What follows belongs to an exercise in optimizing a design on an open flow for small area, a short achievable clock period and few clock cycles; a production flow would make more cautious choices.
Function was checked by simulation only, so behaviour that the tests miss may differ from the original.
Power is estimated from default activity; no workload was simulated.

==> flow/design.v, too long to show whole: its modules and the start of the top module <==
// module kps_rank: 106 lines
// module kps_dist: 5602 lines
// module k_nearest_point_select: 269 lines
module k_nearest_point_select (
  input  logic        clk,
  input  logic        rst_n,
  input  logic        cfg_wr_en,
  input  logic [1:0]  cfg_index,
  input  logic [23:0] cfg_data,
  input  logic        in_valid,
  output logic        in_ready,
  input  logic [23:0] in_point_x,
  input  logic [23:0] in_point_y,
  input  logic [23:0] in_point_z,
  input  logic        in_set_end,
  output logic        out_valid,
  input  logic        out_ready,
  output logic [4:0]  out_target_index,
  output logic        out_list_end,
  output logic        out_dropped
);
  // ...
==> flow/run.sh <==
#!/bin/bash
# synth_recipe.tcl (not shown) runs the flow's synth.tcl, then flattens the netlist and writes it again
# the make line also repeats each setting of config.mk as NAME=value (left out here)
make -C /OpenROAD-flow-scripts/flow DESIGN_CONFIG=/design/flow/config.mk WORK_HOME=/design/flow/orfs CLKGATE_MAP_FILE= SYNTH_SCRIPT=/design/flow/synth_recipe.tcl finish
==> flow/config.mk <==
export PLATFORM = sky130hd
export DESIGN_NAME = k_nearest_point_select
export DESIGN_NICKNAME = k_nearest_point_select
export VERILOG_FILES = /design/flow/design.v
export SDC_FILE = /design/flow/constraint.sdc
export NUM_CORES = 4
export LEC_CHECK = 0
export CAP_MARGIN = 20
export CORE_MARGIN = 2
export CORE_UTILIZATION = 50
export CTS_CLUSTER_DIAMETER = 85
export CTS_CLUSTER_SIZE = 24
export SETUP_SLACK_MARGIN = 5.0
export SLEW_MARGIN = 20
==> flow/constraint.sdc <==
create_clock -name core_clock -period 9.0 [get_ports {clk}]
set_input_delay 1.8000 -clock core_clock [delete_from_list [all_inputs] [get_ports {clk}]]
set_output_delay 1.8000 -clock core_clock [all_outputs]
set_load 0.01 [all_outputs]
==> out/metrics.csv, run 1 <==
metric,value,unit
status,"complete, no violations",
vias in the first global route,88500,
Multi-input gate area,0.0663,sq mm
Clock group,6690,uW
syn avg cell area,9.89,sq um
Area contributors post-synth,"dfxtp_1 38%, fa_1 14%, maj3_1 6.3%, edfxtp_1 4.5%, and2_1 3.5%",
H-tree levels,4,
Combinational Power Share,0.506,
Pwr top,combinational logic,
yosys warns,8,
GPL Wtd Cong,0.899,
area grow syn2layout,6.68,%
Post-synth EDFFs,188,
via-per-instance ratio,5.62,
"most common cell after layout, fill and taps aside",dfxtp_1,
All-Layer GR Usage,0.251,
Sw Ratio,0.423,
Logic power comb,22500,uW
fin util,0.538,
DRC errors left,0,
Synth Area in XOR/XNOR,0.0303,
Metal-1 WL,147000,um
fin. max-slew vios,0,
CTS Root Cell,clkbuf_16,
final hold viol count,0,
fin nets,13600,
met3 WL,15700,um
Port Buf Inserts,112,
total congestion overflow,0,
Post-Synth Simple-Gate Area,0.116,
Bufs and invs on worst path,2,
register area share after synthesis,0.422,
Detail Placement HPWL,229000,um
Testbench counts, summed over its fixed seeds: cycles 10,086.
==> run 2: changes to the inputs <==
--- a/flow/config.mk
+++ b/flow/config.mk
@@ -7,7 +7,7 @@
 export LEC_CHECK = 0
 export CAP_MARGIN = 20
 export CORE_MARGIN = 2
-export CORE_UTILIZATION = 50
+export CORE_UTILIZATION = 62
 export CTS_CLUSTER_DIAMETER = 85
 export CTS_CLUSTER_SIZE = 24
 export SETUP_SLACK_MARGIN = 5.0
==> run 2 against run 1 <==
Sequential power about the same. Register-to-register slack better by 30 ps. Non-clock buffer count up 23. Sequential share of layout area up 0.14 points. Count of clock-buffer cells in the layout unchanged. Combinational power up 6%. Largest power group unchanged. Critical endpoint is now u_dist.r1_q[109]. Global-route usage up 7.5 points. Largest cell class unchanged. Still clean. Utilization up 12 points. Critical path type unchanged. First-iteration DRC count up 25%. Wire length up 4.9%. Clock power up 0.9%.
==> out/metrics.csv, run 2 <==
metric,value,unit,change
status,"complete, no violations",,unchanged
most flop-heavy register,u_rank.dring,,unchanged
"Top cell by count, worst path",fa_1,,
via-per-instance ratio,6.04,,was 5.62
Mapped Nets,13900,,unchanged
final hold viol count,0,,unchanged
Mapped Cells,12700,,unchanged
Post-synth ARST share,0,,unchanged
startpoint types,flop,,unchanged
1st-pass router iterations,6,,unchanged
Iter 0 DRT Violations,7933,,was 6342
yosys warns,8,,unchanged
worst-path fanout max,26,,was 35
total congestion overflow,0,,unchanged
prevailing post-synth register cell,dfxtp_1,,unchanged
"Clk pin slew, worst setup/hold paths",90,ps,about the same
Detail Placement HPWL,243000,um,was 229000 um
Top Ports,113,,unchanged
Final Cell Area,0.134,sq mm,about the same
Max-Cap Viols,0,,unchanged
largest net degree at the start of global routing,117,,was 102
synth cell count leaders,"2367 x dfxtp_1, 1063 x inv_1, 1044 x nand2_1",,unchanged
leakage,0.0531,uW,was 0.0529 uW
Post-Synth Simple-Gate Area,0.116,,unchanged
worst vdd ir,0.000327,V,was 0.000305 V
Synth Area in Compound Gates,0.146,,unchanged
die width,454,um,was 505 um
worst setup path category,reg2reg,,unchanged
Multi-input gate area,0.0664,sq mm,was 0.0663 sq mm
synthesized area,0.126,sq mm,unchanged
"most common cell after layout, fill and taps aside",dfxtp_1,,unchanged
Rel. slew slack,0.170,,was 0.312
Top Registers,"u_rank.dring: 1600 flops, u_dist.r1_q: 168 flops, u_rank.rk: 160 flops",,unchanged
CP Data Required Time,9660,ps,was 9540 ps
hold path startpoint,j2b[4],,unchanged
GPL Wtd Cong,0.911,,was 0.899
CP Launch Point,dz_r[18],,was r_r[4]
period utilisation layout,0.442,,was 0.446
Std-Cell Rows,165,,was 183
Starting Density,0.623,,was 0.504
leading area contributor after synthesis,dfxtp_1,,unchanged
vias in the first global route,89300,,was 88500
full die area,0.206,sq mm,was 0.255 sq mm
power per cell area,346,mW/mm^2,was 331 mW/mm^2
Via Count,91700,,was 88800
Routed WL,341000,um,was 325000 um
"Slowest-stage cell, CP",dfxtp_2,,was buf_6
max reg flops,1600,,unchanged
Area contributors post-synth,"dfxtp_1 38%, fa_1 14%, maj3_1 6.3%, edfxtp_1 4.5%, and2_1 3.5%",,unchanged
fin. max-slew vios,0,,unchanged
post-route ant nets,0,,unchanged
All-Layer GR Usage,0.326,,was 0.251
DR WL/cell,22.5,um,was 20.6 um
"Cell Area, Placed",0.129,sq mm,about the same
syn avg cell area,9.89,sq um,unchanged
clk_skew,47.8,ps,was 35.0 ps
top-count cell post-synth,dfxtp_1,,unchanged
register area share after synthesis,0.422,,unchanged
sequential cell area,0.0532,sq mm,unchanged
CTS Sinks,2555,,unchanged
number of buffers created by CTS,134,,was 132
crit-path max cell delay,960,ps,was 450 ps
hold buffers post-CTS,0,,unchanged
setup_tns,0,ps,unchanged
Post-Synth Adder-Cell Area,0.230,,unchanged
CP endpoint kind,flop,,unchanged
Synth Area in XOR/XNOR,0.0303,,unchanged
clk latency of the worst-skew pair,830,ps,about the same
post-synth top area share,0.377,,unchanged
Final min period,3980,ps,was 4010 ps
initial antenna violation count,22,,was 4
core area,0.202,sq mm,was 0.249 sq mm
"Critical Path, Cell by Cell","nand2_1, fa_1, fa_1, inv_1, fa_1, inv_1, fa_1, inv_1, fa_1",,"was buf_6, xor2_1, nor3_1, nand3_1, o31ai_1, a311oi_1, nand4_1, ha_1, fa_1, inv_1, a21o_1, a21oi_1, xor2_1, xnor2_1, a211oi_1, a21oi_1, o22ai_1"
Post-synth EDFFs,188,,unchanged
#FFs+latches synth,2555,,unchanged
Netlist cell types,86,,unchanged
final setup vio count,0,,unchanged
layout cells sized above 1,0.0480,,was 0.0451
main combinational cell family by area after synthesis,adder cells,,unchanged
Bufs and invs on worst path,3,,was 2
CTS Root Cell,clkbuf_16,,unchanged
Fill cells,16000,,was 22300
Bufs on Longest Clock Path,3,,unchanged
Port Buf Inserts,112,,unchanged
Top Family by Delay on Critical Path,adder cells,,was compound AO/OA/AOI/OAI gates
multiplexer share of the synthesized area,0.00155,,unchanged
"commonest non-fill, non-tap cells in the layout","2295 x dfxtp_1, 1060 x inv_1, 1043 x nand2_1, 849 x fa_1, 794 x maj3_1",,"was 2295 x dfxtp_1, 1061 x inv_1, 1043 x nand2_1, 849 x fa_1, 794 x maj3_1"
first-pass GRT wire length,524000,um,was 507000 um
CP arrival,4640,ps,was 4550 ps
Hold Crit Class,reg2reg,,unchanged
H-tree levels,4,,unchanged
worst slew pin tran,1230,ps,was 1020 ps
CTS tree,done,,unchanged
Max Freq,0.251,GHz,was 0.249 GHz
fin nets,13700,,was 13600
Die Y,454,um,was 505 um
Worst R2R Start,dz_r[18],,was r_r[4]
DRC errors left,0,,unchanged
RSZ-0062 raised after global routing,yes,,unchanged
area grow syn2layout,6.32,%,was 6.68%
[run 2: cells by family (layout without fill, tap and decap cells)]
family                     after synthesis  count (layout)
AOI/OAI and AO/OA                     2927            2927
xor gates and xnor gates               435             435
adders and majority gates             1961            1961
buffers and inverters                 1756            1539
DFF                                   2555            2555
muxes                                   19              19
other                                    1              13
and+or+nand+nor                       3048            3049
[run 2: stage by stage]
step	instances	hold WS, ps	util	setup WS [ps]	power [uW]
floorplan	12700	310	-	4800	30700
global placement	14900	310	0.638	3800	38300
detailed placement	14900	312	0.638	3700	39100
CTS	15100	323	0.659	5000	46000
global route	15200	325	0.662	4880	49500
finish	15200	316	0.662	5020	46100
[run 2: layer usage]
metal,vias to the layer above,share of wire,GRT usage
li1,42400,-,-
met2,3487,0.45,0.511
met5,-,0.00019,0
met3,712,0.082,0.0659
met1,45000,0.43,0.455
met4,10,0.036,0.106
[run 2: timing repair]
action | CTS | global route
gates cloned | 1 | 0
endpoints found under the setup margin | 112 | 117
pin swaps | 5 | 44
setup buffers | 12 | 14
hold endpoints to repair | 0 | 0
resized for setup | 41 | 85
[run 2: layout make-up]
| class | instances | share of cell area |
|---|---|---|
| Clock buffer | 165 | 0.0271 |
| Sequential cell | 2555 | 0.398 |
| Timing Repair Buffer | 280 | 0.0185 |
| Inverter | 1066 | 0.0302 |
| Clock inverter | 28 | 0.00311 |
| Antenna cell | 12 | 0.000225 |
| Tap cell | 2672 | 0.0250 |
| Multi-Input combinational cell | 8392 | 0.498 |
[run 2: final timing paths]
path | cells after the start | slack (ps) | endpoint
max | 9 | 5020 | u_dist.r1_q[109]
min | 0 | 320 | j2[4]
min reg2reg | 0 | 320 | j2[4]
max reg2reg | 9 | 5020 | u_dist.r1_q[109]
[run 2: power by group]
part / switching, uW / internal (uW)
logic: 14400 / 9440
clock network: 3790 / 2960
registers: 1770 / 13700
total: 20000 / 26200
==> module k_nearest_point_select, before the edit <==
module k_nearest_point_select (
  input  logic        clk,
  input  logic        rst_n,
  input  logic        cfg_wr_en,
  input  logic [1:0]  cfg_index,
  input  logic [23:0] cfg_data,
  input  logic        in_valid,
  output logic        in_ready,
  input  logic [23:0] in_point_x,
  input  logic [23:0] in_point_y,
  input  logic [23:0] in_point_z,
  input  logic        in_set_end,
  output logic        out_valid,
  input  logic        out_ready,
  output logic [4:0]  out_target_index,
  output logic        out_list_end,
  output logic        out_dropped
);
  logic [MT_W-1:0]    maxt_r;
  logic [COORD_W-1:0] ox_r, oy_r, oz_r;
  always_ff @(posedge clk) begin
    if (!rst_n) begin
      maxt_r <= MT_W'(1);
      ox_r   <= '0;
      oy_r   <= '0;
      oz_r   <= '0;
    end else if (cfg_wr_en) begin
      case (cfg_index)
        2'd0:    maxt_r <= cfg_data[MT_W-1:0];
        2'd1:    ox_r   <= cfg_data;
        2'd2:    oy_r   <= cfg_data;
        default: oz_r   <= cfg_data;
      endcase
    end
  end
  logic           in_ready_r;
  logic [J_W-1:0] jcnt_r;       
  logic [4:0]     ph_r;         
  logic           acc;
  assign acc      = in_valid && in_ready_r;
  assign in_ready = in_ready_r;
  logic [J_W-1:0] lim;
  logic [J_W-1:0] m_in;
  logic           ovf_in, fits_in, none_in, lsel_in;
  assign lim     = maxt_r[5] ? J_W'(NPTS) : maxt_r;
  assign ovf_in  = (jcnt_r == J_W'(NPTS));
  assign m_in    = ovf_in ? J_W'(NPTS) : jcnt_r + J_W'(1);
  assign fits_in = (m_in <= lim);
  assign none_in = !fits_in && (lim == '0);
  assign lsel_in = in_set_end && !fits_in && !none_in;
  logic [1:0]     qv_r;
  logic [1:0]     qsel_r;
  logic [J_W-1:0] qcnt_r [2];   
  logic [1:0]     qovf_r;
  logic           push, pop;
  logic [1:0]     qv_n, qsel_n;
  logic           busy_r, busy_n;
  assign push = acc && in_set_end && !none_in;
  always_comb begin
    qv_n   = qv_r;
    qsel_n = qsel_r;
    if (pop) begin
      qv_n   = {1'b0, qv_r[1]};
      qsel_n = {1'b0, qsel_r[1]};
    end
    if (push) begin
      if (qv_n[0]) begin
        qv_n[1]   = 1'b1;
        qsel_n[1] = !fits_in;
      end else begin
        qv_n[0]   = 1'b1;
        qsel_n[0] = !fits_in;
      end
    end
  end
  always_ff @(posedge clk) begin
    if (pop) begin
      qcnt_r[0] <= qcnt_r[1];
      qovf_r[0] <= qovf_r[1];
    end
    if (push) begin
      if (qv_r[0] && !(pop && !qv_r[1])) begin
        qcnt_r[1] <= fits_in ? m_in : lim;
        qovf_r[1] <= ovf_in;
      end else begin
        qcnt_r[0] <= fits_in ? m_in : lim;
        qovf_r[0] <= ovf_in;
      end
    end
  end
  logic [J_W-1:0] jcnt_n;
  logic [4:0]     ph_n;
  logic           ok_first;
  always_comb begin
    jcnt_n = jcnt_r;
    ph_n   = acc ? (jcnt_r == '0 ? 5'd0 : ph_r) : ph_r + 5'd1;
    if (acc) begin
      if (in_set_end)       jcnt_n = '0;
      else if (!ovf_in)     jcnt_n = jcnt_r + J_W'(1);
    end
    ok_first = !qv_n[0] || (!qv_n[1] && (!qsel_n[0] || !busy_n));
  end
  always_ff @(posedge clk) begin
    if (!rst_n) begin
      jcnt_r     <= '0;
      qv_r       <= '0;
      ph_r       <= '0;
      in_ready_r <= 1'b1;
    end else begin
      jcnt_r     <= jcnt_n;
      qv_r       <= qv_n;
      ph_r       <= ph_n;
      in_ready_r <= (jcnt_n == '0) ? ok_first : (jcnt_n[J_W-1] || ph_n == 5'd0);
    end
  end
  always_ff @(posedge clk) begin
    qsel_r <= qsel_n;
  end
  logic [24:0]        dx, dy, dz;
  logic [24:0]        dx_r, dy_r, dz_r;
  logic               v0, v1, v2, v2b, v3, v4;
  logic               l0, l1, l2, l2b, l3, l4;
  logic [J_W-1:0]     j0, j1, j2, j2b, j3, j4;
  assign dx = {in_point_x[23], in_point_x} - {ox_r[23], ox_r};
  assign dy = {in_point_y[23], in_point_y} - {oy_r[23], oy_r};
  assign dz = {in_point_z[23], in_point_z} - {oz_r[23], oz_r};
  always_ff @(posedge clk) begin
    dx_r <= dx;
    dy_r <= dy;
    dz_r <= dz;
    l0   <= lsel_in;
    j0   <= jcnt_r;
    l1   <= l0;
    j1   <= j0;
    l2b  <= l1;
    j2b  <= j1;
    l2   <= l2b;
    j2   <= j2b;
    l3   <= l2;
    j3   <= j2;
    l4   <= l3;
    j4   <= j3;
  end
  always_ff @(posedge clk) begin
    if (!rst_n) begin
      v0 <= 1'b0;
      v1 <= 1'b0;
      v2b <= 1'b0;
      v2 <= 1'b0;
      v3 <= 1'b0;
      v4 <= 1'b0;
    end else begin
      v0 <= acc;
      v1 <= v0;
      v2b <= v1;
      v2 <= v2b;
      v3 <= v2;
      v4 <= v3;
    end
  end
  logic [DIST_W-1:0] d2;
  kps_dist u_dist (
    .clk (clk),
    .dx  (dx_r),
    .dy  (dy_r),
    .dz  (dz_r),
    .d   (d2)
  );
  logic [NPTS*IDX_W-1:0] rank_n;
  logic [IDX_W-1:0]      base_n;
  logic [IDX_W-1:0]      min_n;
  logic [IDX_W-1:0]      min2_n;
  logic                  ismin3;
  kps_rank u_rank (
    .clk   (clk),
    .rst_n (rst_n),
    .v2    (v2),
    .j2    (j2),
    .d2    (d2),
    .v4    (v4),
    .j4    (j4),
    .rank_n (rank_n),
    .base_n (base_n),
    .min_n  (min_n),
    .min2_n (min2_n),
    .ismin3 (ismin3)
  );
  logic held_r;
  logic early, early_r;    
  always_ff @(posedge clk) begin
    if (!rst_n) begin
      held_r  <= 1'b0;
      early_r <= 1'b0;
    end else begin
      early_r <= early;
      if (pop && qsel_r[0]) held_r <= 1'b0;
      else if (v4 && l4 && !early_r) held_r <= 1'b1;
    end
  end
  logic [NPTS*IDX_W-1:0] orank_r;
  logic                  seq_r;
  logic [J_W-1:0]        ocnt_r;    
  logic [IDX_W-1:0]      obase_r;   
  logic                  oovf_r;
  logic [J_W-1:0]        r_r;       
  logic                  ov_r;
  logic [IDX_W-1:0]      oidx_r;
  logic                  olast_r;
  logic                  odrop_r;
  logic             out_free, emit, emit_last, first;
  logic [IDX_W-1:0] selp, sel;
  assign out_free  = !ov_r || out_ready;
  assign emit      = busy_r && out_free;
  assign emit_last = (r_r + J_W'(1) == ocnt_r);
  assign early     = qv_r[0] && qsel_r[0] && !held_r && v3 && l3 && !busy_r && out_free;
  assign pop       = early ||
                     (qv_r[0] && (qsel_r[0] ? (held_r || (v4 && l4 && !early_r)) : 1'b1) &&
                      (!busy_r || (emit && emit_last)));
  assign first     = pop && !busy_r && out_free;    
  always_comb begin
    busy_n = busy_r;
    if (emit && emit_last) busy_n = 1'b0;
    if (pop) busy_n = !(first && qcnt_r[0] == J_W'(1));
  end
  always_comb begin
    selp = '0;
    for (int p = 0; p < NPTS; p++) begin
      if (orank_r[p*IDX_W +: IDX_W] == r_r[IDX_W-1:0]) selp = selp | IDX_W'(p);
    end
  end
  assign sel = (early_r && r_r == J_W'(1)) ? min2_n : obase_r - selp;
  always_ff @(posedge clk) begin
    if (!rst_n) begin
      busy_r <= 1'b0;
      ov_r   <= 1'b0;
    end else begin
      busy_r <= busy_n;
      if (emit || first) ov_r <= 1'b1;
      else if (out_ready) ov_r <= 1'b0;
    end
  end
  always_ff @(posedge clk) begin
    if (pop || early_r) begin
      orank_r <= rank_n;
      obase_r <= base_n;
    end
    if (pop) begin
      seq_r   <= !qsel_r[0];
      ocnt_r  <= qcnt_r[0];
      oovf_r  <= qovf_r[0];
      r_r     <= first ? J_W'(1) : J_W'(0);
    end else if (emit) begin
      r_r     <= r_r + J_W'(1);
    end
    if (first) begin
      oidx_r  <= !qsel_r[0] ? '0 : early ? ((ismin3 && !j3[J_W-1]) ? j3[IDX_W-1:0] : min_n) : min_n;
      olast_r <= (qcnt_r[0] == J_W'(1));
      odrop_r <= qovf_r[0];
    end else if (emit) begin
      oidx_r  <= seq_r ? r_r[IDX_W-1:0] : sel;
      olast_r <= emit_last;
      odrop_r <= oovf_r;
    end
  end
  assign out_valid        = ov_r;
  assign out_target_index = oidx_r;
  assign out_list_end     = olast_r;
  assign out_dropped      = odrop_r;
endmodule
==> run 3: changes to the inputs <==
--- a/flow/design.v
+++ b/flow/design.v
@@ -5806,6 +5806,20 @@
       end
     end
   end
+  logic [1:0]     qv_c, qsel_c;    
+  always_comb begin
+    qv_c   = qv_r;
+    qsel_c = qsel_r;
+    if (push) begin
+      if (qv_r[0]) begin
+        qv_c[1]   = 1'b1;
+        qsel_c[1] = !fits_in;
+      end else begin
+        qv_c[0]   = 1'b1;
+        qsel_c[0] = !fits_in;
+      end
+    end
+  end
   logic [J_W-1:0] jcnt_n;
   logic [4:0]     ph_n;
   logic           ok_first;
@@ -5816,7 +5830,7 @@
       if (in_set_end)       jcnt_n = '0;
       else if (!ovf_in)     jcnt_n = jcnt_r + J_W'(1);
     end
-    ok_first = !qv_n[0] || (!qv_n[1] && (!qsel_n[0] || !busy_n));
+    ok_first = !qv_c[0] || (!qv_c[1] && (!qsel_c[0] || !busy_r));
   end
   always_ff @(posedge clk) begin
     if (!rst_n) begin
==> run 3 against run 2 <==
Clock skew decreased by 9.6 ps. Non-clock buffer count decreased by 16. Sequential cell count unchanged. Critical path type unchanged. Still clean. Wire length increased by 1.5%. Cell area decreased by 0.48%. Worst hold slack improved by 3.3 ps. Area after synthesis decreased by 0.28%. Register-to-register slack got worse by 50 ps. Worst setup slack got worse by 49 ps. Clock power increased by 0.7%. Critical endpoint is now u_rank.ltc_r[17]. Sequential share of layout area increased by 0.20 points. Largest cell class unchanged. Total power decreased by 2.6%.
==> out/metrics.csv, run 3 <==
metric,value,unit,change
status,"complete, no violations",,unchanged
Bufs on Longest Clock Path,3,,unchanged
first-pass GRT wire length,533000,um,was 524000 um
die width,453,um,was 454 um
Netlist cell types,92,,was 86
core area,0.200,sq mm,was 0.202 sq mm
r2r endpoint,u_rank.ltc_r[17],,was u_dist.r1_q[109]
CP endpoint kind,flop,,unchanged
worst vdd ir,0.000282,V,was 0.000327 V
Worst R2R Start,u_dist.d[21],,was dz_r[18]
hold path startpoint,u_dist.ra_r[0],,was j2b[4]
Mapped Nets,13900,,about the same
power per cell area,338,mW/mm^2,was 346 mW/mm^2
register area share after synthesis,0.424,,was 0.422
"commonest non-fill, non-tap cells in the layout","2285 x dfxtp_1, 1076 x inv_1, 1039 x nand2_1, 849 x fa_1, 766 x maj3_1",,"was 2295 x dfxtp_1, 1060 x inv_1, 1043 x nand2_1, 849 x fa_1, 794 x maj3_1"
worst slew pin tran,1280,ps,was 1230 ps
Rel. slew slack,0.145,,was 0.170
sequential cell area,0.0532,sq mm,about the same
1st-pass router iterations,5,,was 6
Post-synth EDFFs,188,,unchanged
H-tree levels,4,,unchanged
pre-CTS setup slack,4050,ps,was 3700 ps
"most common cell after layout, fill and taps aside",dfxtp_1,,unchanged
worst reg-to-reg setup slack,4970,ps,was 5020 ps
worst hold path endpoint,u_dist.d[0],,was j2[4]
Via Count,92000,,was 91700
layout cells sized above 1,0.0462,,was 0.0480
max reg flops,1600,,unchanged
All-Layer GR Usage,0.334,,was 0.326
post-route setup slack,4970,ps,was 5020 ps
total congestion overflow,0,,unchanged
clk latency of the worst-skew pair,840,ps,was 830 ps
worst setup path category,reg2reg,,unchanged
Std-Cell Rows,164,,was 165
fin nets,13700,,about the same
number of buffers created by CTS,133,,was 134
largest net degree at the start of global routing,92,,was 117
#FFs+latches synth,2555,,unchanged
Final min period,4030,ps,was 3980 ps
CTS tree,done,,unchanged
hold buffers post-CTS,0,,unchanged
yosys warns,8,,unchanged
setup_tns,0,ps,unchanged
area grow syn2layout,6.11,%,was 6.32%
Routed WL,346000,um,was 341000 um
CTS Root Cell,clkbuf_16,,unchanged
Fill cells,15800,,was 16000
post-route ant nets,0,,unchanged
leakage,0.0527,uW,was 0.0531 uW
final setup vio count,0,,unchanged
Port Buf Inserts,112,,unchanged
CP Data Required Time,9750,ps,was 9660 ps
"Clk pin slew, worst setup/hold paths",90,ps,about the same
period utilisation layout,0.447,,was 0.442
top-count cell post-synth,dfxtp_1,,unchanged
Iter 0 DRT Violations,7373,,was 7933
Post-synth ARST share,0,,unchanged
CP arrival,4770,ps,was 4640 ps
syn avg cell area,9.86,sq um,was 9.89 sq um
startpoint types,flop,,unchanged
prevailing post-synth register cell,dfxtp_1,,unchanged
full die area,0.206,sq mm,about the same
DR WL/cell,22.9,um,was 22.5 um
Max-Cap Viols,0,,unchanged
Top Ports,113,,unchanged
vias in the first global route,91100,,was 89300
via-per-instance ratio,6.07,,was 6.04
initial antenna violation count,15,,was 22
GPL Wtd Cong,0.912,,was 0.911
Register-to-Register Path Depth,11,,was 9
Max Freq,0.248,GHz,was 0.251 GHz
placed insts,14900,,about the same
leading area contributor after synthesis,dfxtp_1,,unchanged
post-synth top area share,0.378,,was 0.377
final hold viol count,0,,unchanged
Multi-input gate area,0.0659,sq mm,was 0.0664 sq mm
Detail Placement HPWL,249000,um,was 243000 um
DRC errors left,0,,unchanged
synthesized area,0.125,sq mm,was 0.126 sq mm
fin. max-slew vios,0,,unchanged
Hold Crit Class,reg2reg,,unchanged
most flop-heavy register,u_rank.dring,,unchanged
Mapped Cells,12700,,about the same
clk_skew,38.2,ps,was 47.8 ps
Starting Density,0.625,,was 0.623
synth cell count leaders,"2367 x dfxtp_1, 1079 x inv_1, 1041 x nand2_1",,"was 2367 x dfxtp_1, 1063 x inv_1, 1044 x nand2_1"
Area contributors post-synth,"dfxtp_1 38%, fa_1 14%, maj3_1 6.1%, edfxtp_1 4.5%, and2_1 3.5%",,"was dfxtp_1 38%, fa_1 14%, maj3_1 6.3%, edfxtp_1 4.5%, and2_1 3.5%"
Non-Filler Instances,15200,,about the same
worst-path fanout max,48,,was 26
number of stages on the worst hold path,0,,unchanged
CTS Sinks,2555,,unchanged
Top Registers,"u_rank.dring: 1600 flops, u_dist.r1_q: 168 flops, u_rank.rk: 160 flops",,unchanged
RSZ-0062 raised after global routing,yes,,unchanged
Die Y,453,um,was 454 um
==> run 3: timing repair <==
item,CTS,global route
pin swaps,1,25
cloned,1,2
gates resized for setup,35,78
setup endpoints to repair,137,160
setup buffers,5,4
==> run 3: worst max-delay path by stage <==
stage | to | slack (ps) | cells past startpoint | startpoint
global route | u_dist.r1_q[59] | 4930 | 9 | dz_r[8]
CTS | oidx_r[0] | 5000 | 14 | u_rank.pc_r[3][1]
floorplan | dx_r[22] | 5000 | 14 | in_point_x[0]
detailed placement | orank_r[25] | 4050 | 7 | out_ready
finish | u_rank.ltc_r[17] | 4970 | 11 | u_dist.d[21]
global placement | orank_r[30] | 4080 | 7 | out_ready
==> run 3: area by class of cell <==
type,count,share of cell area
multi-input cells,8388,0.496
flip-flops and latches,2555,0.400
inverters,1081,0.0306
clock buffers,163,0.0265
well taps,2656,0.0250
repair buffers,264,0.0177
clock inverters,32,0.00392
diodes,13,0.000245
repair inverters,1,0.0000565
==> run 3: per-stage QoR <==
stage | hold WS, ps | utilization | area, sq um | power [uW]
2_1_floorplan | 310 | - | 125000 | 30400
3_3_place_gp | 311 | 0.641 | 128000 | 37100
3_5_place_dp | 312 | 0.641 | 128000 | 38100
4_1_cts | 314 | 0.662 | 132000 | 44900
5_1_grt | 323 | 0.663 | 133000 | 48400
6_report | 319 | 0.663 | 133000 | 45000
==> run 3: critical path, cell delays in order (launching register included) <==
cell      delay [ps]
dfxtp_2          480
buf_4            410
a31oi_1          240
nor2_1            60
maj3_1           380
maj3_1           380
a211oi_2         380
o21ai_0          150
a21oi_1          410
o21ai_0          230
o21ai_0          370
a32o_1           380
==> run 3: cells by family after synthesis <==
group | count (synthesis) | synth area share
other cells | 1 | 0.0000299
compound gates | 2961 | 0.147
mux | 22 | 0.00191
xor+xnor | 424 | 0.0297
fa+ha+maj | 1935 | 0.229
simple gates | 3043 | 0.116
buf+inv | 1765 | 0.0534
flops | 2555 | 0.424
==> run 3: metal layers <==
layer	part of all wire	vias up	global-route usage
met4	0.039	6	0.124
met2	0.46	3299	0.538
met5	0.000078	-	0
li1	-	42500	-
met1	0.43	45500	0.452
met3	0.076	731	0.0573
==> run 3: report_power, final <==
group          switching [uW]  leakage, uW  internal [uW]
sequential               1890       0.0211          13700
combinational           13600       0.0297           8960
clock                    3870      0.00195           2930
Testbench counts of run 3, summed over its fixed seeds: cycles 10,101.
==> run 4: changes to the inputs <==
--- a/flow/config.mk
+++ b/flow/config.mk
@@ -7,7 +7,7 @@
 export LEC_CHECK = 0
 export CAP_MARGIN = 20
 export CORE_MARGIN = 2
-export CORE_UTILIZATION = 62
+export CORE_UTILIZATION = 56
 export CTS_CLUSTER_DIAMETER = 85
 export CTS_CLUSTER_SIZE = 24
 export SETUP_SLACK_MARGIN = 5.0
==> run 4 against run 3 <==
Final cell count up 2.2%. Global-route usage decreased by 3.0 points. Largest power group unchanged. Combinational power about the same. Sequential power hardly changed. Worst hold slack worse by 16 ps. Count of clock-buffer cells in the layout is 8 higher. Total power barely moved. Synthesized cell count unchanged. Clock skew is 5.6 ps higher. Critical path depth fell by 2. Highest routed layer unchanged. Die area grew 11%.
==> out/metrics.csv, run 4 <==
metric,value,unit,change
post-synth top area share,0.378,,unchanged
Std-Cell Rows,173,,was 164
Post-synth ARST share,0,,unchanged
fin nets,13700,,about the same
worst reg-to-reg setup slack,5010,ps,was 4970 ps
clk_skew,43.9,ps,was 38.2 ps
top-count cell post-synth,dfxtp_1,,unchanged
sequential cell area,0.0532,sq mm,about the same
Top Registers,"u_rank.dring: 1600 flops, u_dist.r1_q: 168 flops, u_rank.rk: 160 flops",,unchanged
startpoint types,flop,,unchanged
status,"complete, no violations",,unchanged
CP Data Required Time,9660,ps,was 9750 ps
Netlist cell types,92,,unchanged
"Slowest-stage cell, CP",dfxtp_2,,unchanged
#FFs+latches synth,2555,,unchanged
first-pass GRT wire length,538000,um,was 533000 um
number of stages on the worst hold path,0,,unchanged
Iter 0 DRT Violations,7612,,was 7373
Mapped Nets,13900,,unchanged
CP endpoint kind,flop,,unchanged
period utilisation layout,0.443,,was 0.447
CTS Root Cell,clkbuf_16,,unchanged
layout cells sized above 1,0.0487,,was 0.0462
CTS Sinks,2555,,unchanged
Mapped Cells,12700,,unchanged
clk latency of the worst-skew pair,820,ps,was 840 ps
yosys warns,8,,unchanged
Detail Placement HPWL,252000,um,was 249000 um
Top Family by Delay on Critical Path,adder cells,,was compound AO/OA/AOI/OAI gates
leakage,0.0528,uW,was 0.0527 uW
final hold viol count,0,,unchanged
Rel. slew slack,0.322,,was 0.145
worst setup path category,reg2reg,,unchanged
setup_tns,0,ps,unchanged
DRC errors left,0,,unchanged
post-route ant nets,0,,unchanged
most flop-heavy register,u_rank.dring,,unchanged
register area share after synthesis,0.424,,unchanged
leading area contributor after synthesis,dfxtp_1,,unchanged
vias in the first global route,89600,,was 91100
full die area,0.227,sq mm,was 0.206 sq mm
Bufs and invs on worst path,2,,was 1
Port Buf Inserts,112,,unchanged
worst-path fanout max,26,,was 48
CP arrival,4650,ps,was 4770 ps
"Top cell by count, worst path",fa_1,,was o21ai_0
prevailing post-synth register cell,dfxtp_1,,unchanged
"Critical Path, Cell by Cell","and2_1, ha_1, xor2_1, fa_1, inv_1, fa_1, fa_1, inv_1, fa_1",,"was buf_4, a31oi_1, nor2_1, maj3_1, maj3_1, a211oi_2, o21ai_0, a21oi_1, o21ai_0, o21ai_0, a32o_1"
max reg flops,1600,,unchanged
worst hold path endpoint,u_dist.rb_r[7],,was u_dist.d[0]
Final min period,3990,ps,was 4030 ps
number of buffers created by CTS,134,,was 133
power per cell area,337,mW/mm^2,was 338 mW/mm^2
total power,44900,uW,was 45000 uW
hold buffers post-CTS,0,,unchanged
final setup vio count,0,,unchanged
Starting Density,0.563,,was 0.625
"Clk pin slew, worst setup/hold paths",90,ps,about the same
fin. max-slew vios,0,,unchanged
initial antenna violation count,29,,was 15
Area contributors post-synth,"dfxtp_1 38%, fa_1 14%, maj3_1 6.1%, edfxtp_1 4.5%, and2_1 3.5%",,unchanged
1st-pass router iterations,6,,was 5
H-tree levels,4,,unchanged
RSZ-0062 raised after global routing,yes,,unchanged
syn avg cell area,9.86,sq um,unchanged
worst slew pin tran,1020,ps,was 1280 ps
Register-to-Register Path Depth,9,,was 11
area grow syn2layout,6.60,%,was 6.11%
"most common cell after layout, fill and taps aside",dfxtp_1,,unchanged
hold path startpoint,u_dist.r1_q[10],,was u_dist.ra_r[0]
Max-Cap Viols,0,,unchanged
CTS tree,done,,unchanged
core area,0.222,sq mm,was 0.200 sq mm
All-Layer GR Usage,0.303,,was 0.334
Fill cells,19000,,was 15800
largest net degree at the start of global routing,92,,unchanged
Die Y,477,um,was 453 um
total congestion overflow,0,,unchanged
Worst R2R Start,dz_r[15],,was u_dist.d[21]
Routed WL,352000,um,was 346000 um
Top Ports,113,,unchanged
crit-path max cell delay,970,ps,was 480 ps
Multi-input gate area,0.0659,sq mm,about the same
die width,477,um,was 453 um
Bufs on Longest Clock Path,3,,unchanged
synthesized area,0.125,sq mm,unchanged
Via Count,91400,,was 92000
GPL Wtd Cong,0.885,,was 0.912
r2r endpoint,u_dist.r1_q[109],,was u_rank.ltc_r[17]
Max Freq,0.251,GHz,was 0.248 GHz
synth cell count leaders,"2367 x dfxtp_1, 1079 x inv_1, 1041 x nand2_1",,unchanged
Hold Crit Class,reg2reg,,unchanged
DR WL/cell,22.7,um,was 22.9 um
via-per-instance ratio,5.90,,was 6.07
"commonest non-fill, non-tap cells in the layout","2277 x dfxtp_1, 1074 x inv_1, 1039 x nand2_1, 849 x fa_1, 766 x maj3_1",,"was 2285 x dfxtp_1, 1076 x inv_1, 1039 x nand2_1, 849 x fa_1, 766 x maj3_1"
worst vdd ir,0.000517,V,was 0.000282 V
Post-synth EDFFs,188,,unchanged
==> run 4: report_power, final <==
group | leakage (uW) | internal [uW] | switching, uW
Clock | 0.00199 | 3020 | 3800
Combinational | 0.0297 | 8940 | 13600
Sequential | 0.0211 | 13700 | 1880
Total | 0.0528 | 25700 | 19200
==> run 4: area by class of cell <==
class | instances | share of cell area
clock inverter | 31 | 0.00304
sequential | 2555 | 0.399
antenna | 19 | 0.000356
multi-input combinational | 8387 | 0.494
timing repair inverter | 2 | 0.0000937
tap | 2975 | 0.0279
timing repair buffer | 271 | 0.0182
inverter | 1081 | 0.0305
clock buffer | 171 | 0.0274
==> run 4: logic make-up after synthesis <==
logic type	share of synthesized area
adder cells (fa/ha/maj)	0.229
XOR/XNOR	0.0297
AO/OA/AOI/OAI	0.147
flip-flops	0.424
AND/OR/NAND/NOR	0.116
multiplexers	0.00191
buffers and inverters	0.0534
other	0.0000299
==> run 4: worst max-delay path by stage <==
stage,from,endpoint,slack [ps],cells past startpoint
3_3_place_gp,out_ready,orank_r[121],3630,6
4_1_cts,dz_r[6],u_dist.r1_q[109],5000,8
3_5_place_dp,out_ready,orank_r[123],3590,6
5_1_grt,in_point_z[0],dz_r[22],4940,15
2_1_floorplan,in_point_x[0],dx_r[22],5000,14
6_report,dz_r[15],u_dist.r1_q[109],5010,9
==> run 4: per-stage QoR <==
stage / hold slack [ps] / setup slack (ps) / instances / area (sq um) / util
5_1_grt: 308 / 4940 / 15500 / 133000 / 0.600
4_1_cts: 306 / 5000 / 15500 / 133000 / 0.598
2_1_floorplan: 310 / 5000 / 12700 / 125000 / -
6_report: 303 / 5010 / 15500 / 133000 / 0.600
3_3_place_gp: 310 / 3630 / 15200 / 129000 / 0.579
3_5_place_dp: 312 / 3590 / 15200 / 129000 / 0.579
==> run 4: metal layers <==
| layer | up-vias | track usage | wire length [um] |
|---|---|---|---|
| met2 | 3063 | 0.497 | 164000 |
| met4 | 8 | 0.0947 | 10700 |
| met5 | - | 0 | 47 |
| met3 | 568 | 0.0497 | 24600 |
| met1 | 45300 | 0.411 | 152000 |
| li1 | 42500 | - | - |
==> run 4: timing repair <==
action                     in CTS  in global routing
pin swaps                       3                 27
gates cloned                    3                  0
gates resized for setup        45                101
setup buffers                  12                 11
setup endpoints to repair     276                150

[static timing again, ports no longer ideal]
The flow's constraints put no driver on any port. The routed layouts listed below were extracted and timed again, unchanged, in two steps.
Step 1 sets driving cells, clkbuf_16 on the clock port and buf_2 on the other inputs (assumed; they add their load-dependent delay and slew).
Step 2 adds t to the input delays and takes it off the output delays; t is the mean of the earliest and latest rising clock arrival at the registers after step 1. Input paths then give back, and output paths get back, about the clock's delay inside the block.
Three values: ideal ports, drivers, drivers and shift; two values: the first two.
run	t, ns	setup WS [ns]	hold WS [ns]
run 1	0.911	4.990 / 4.990 / 4.125	0.324 / 0.324 / 0.324
run 2	0.894	5.023 / 4.982 / 4.088	0.316 / 0.316 / 0.316
run 3	0.917	4.974 / 4.974 / 4.253	0.319 / 0.319 / 0.319
run 4	0.897	5.011 / 5.011 / 4.212	0.303 / 0.303 / 0.303
After both steps every run listed still meets setup and hold. For run 2, which loses most, drivers alone change the setup slack by -0.041 ns; drivers and shift together by -0.935 ns.
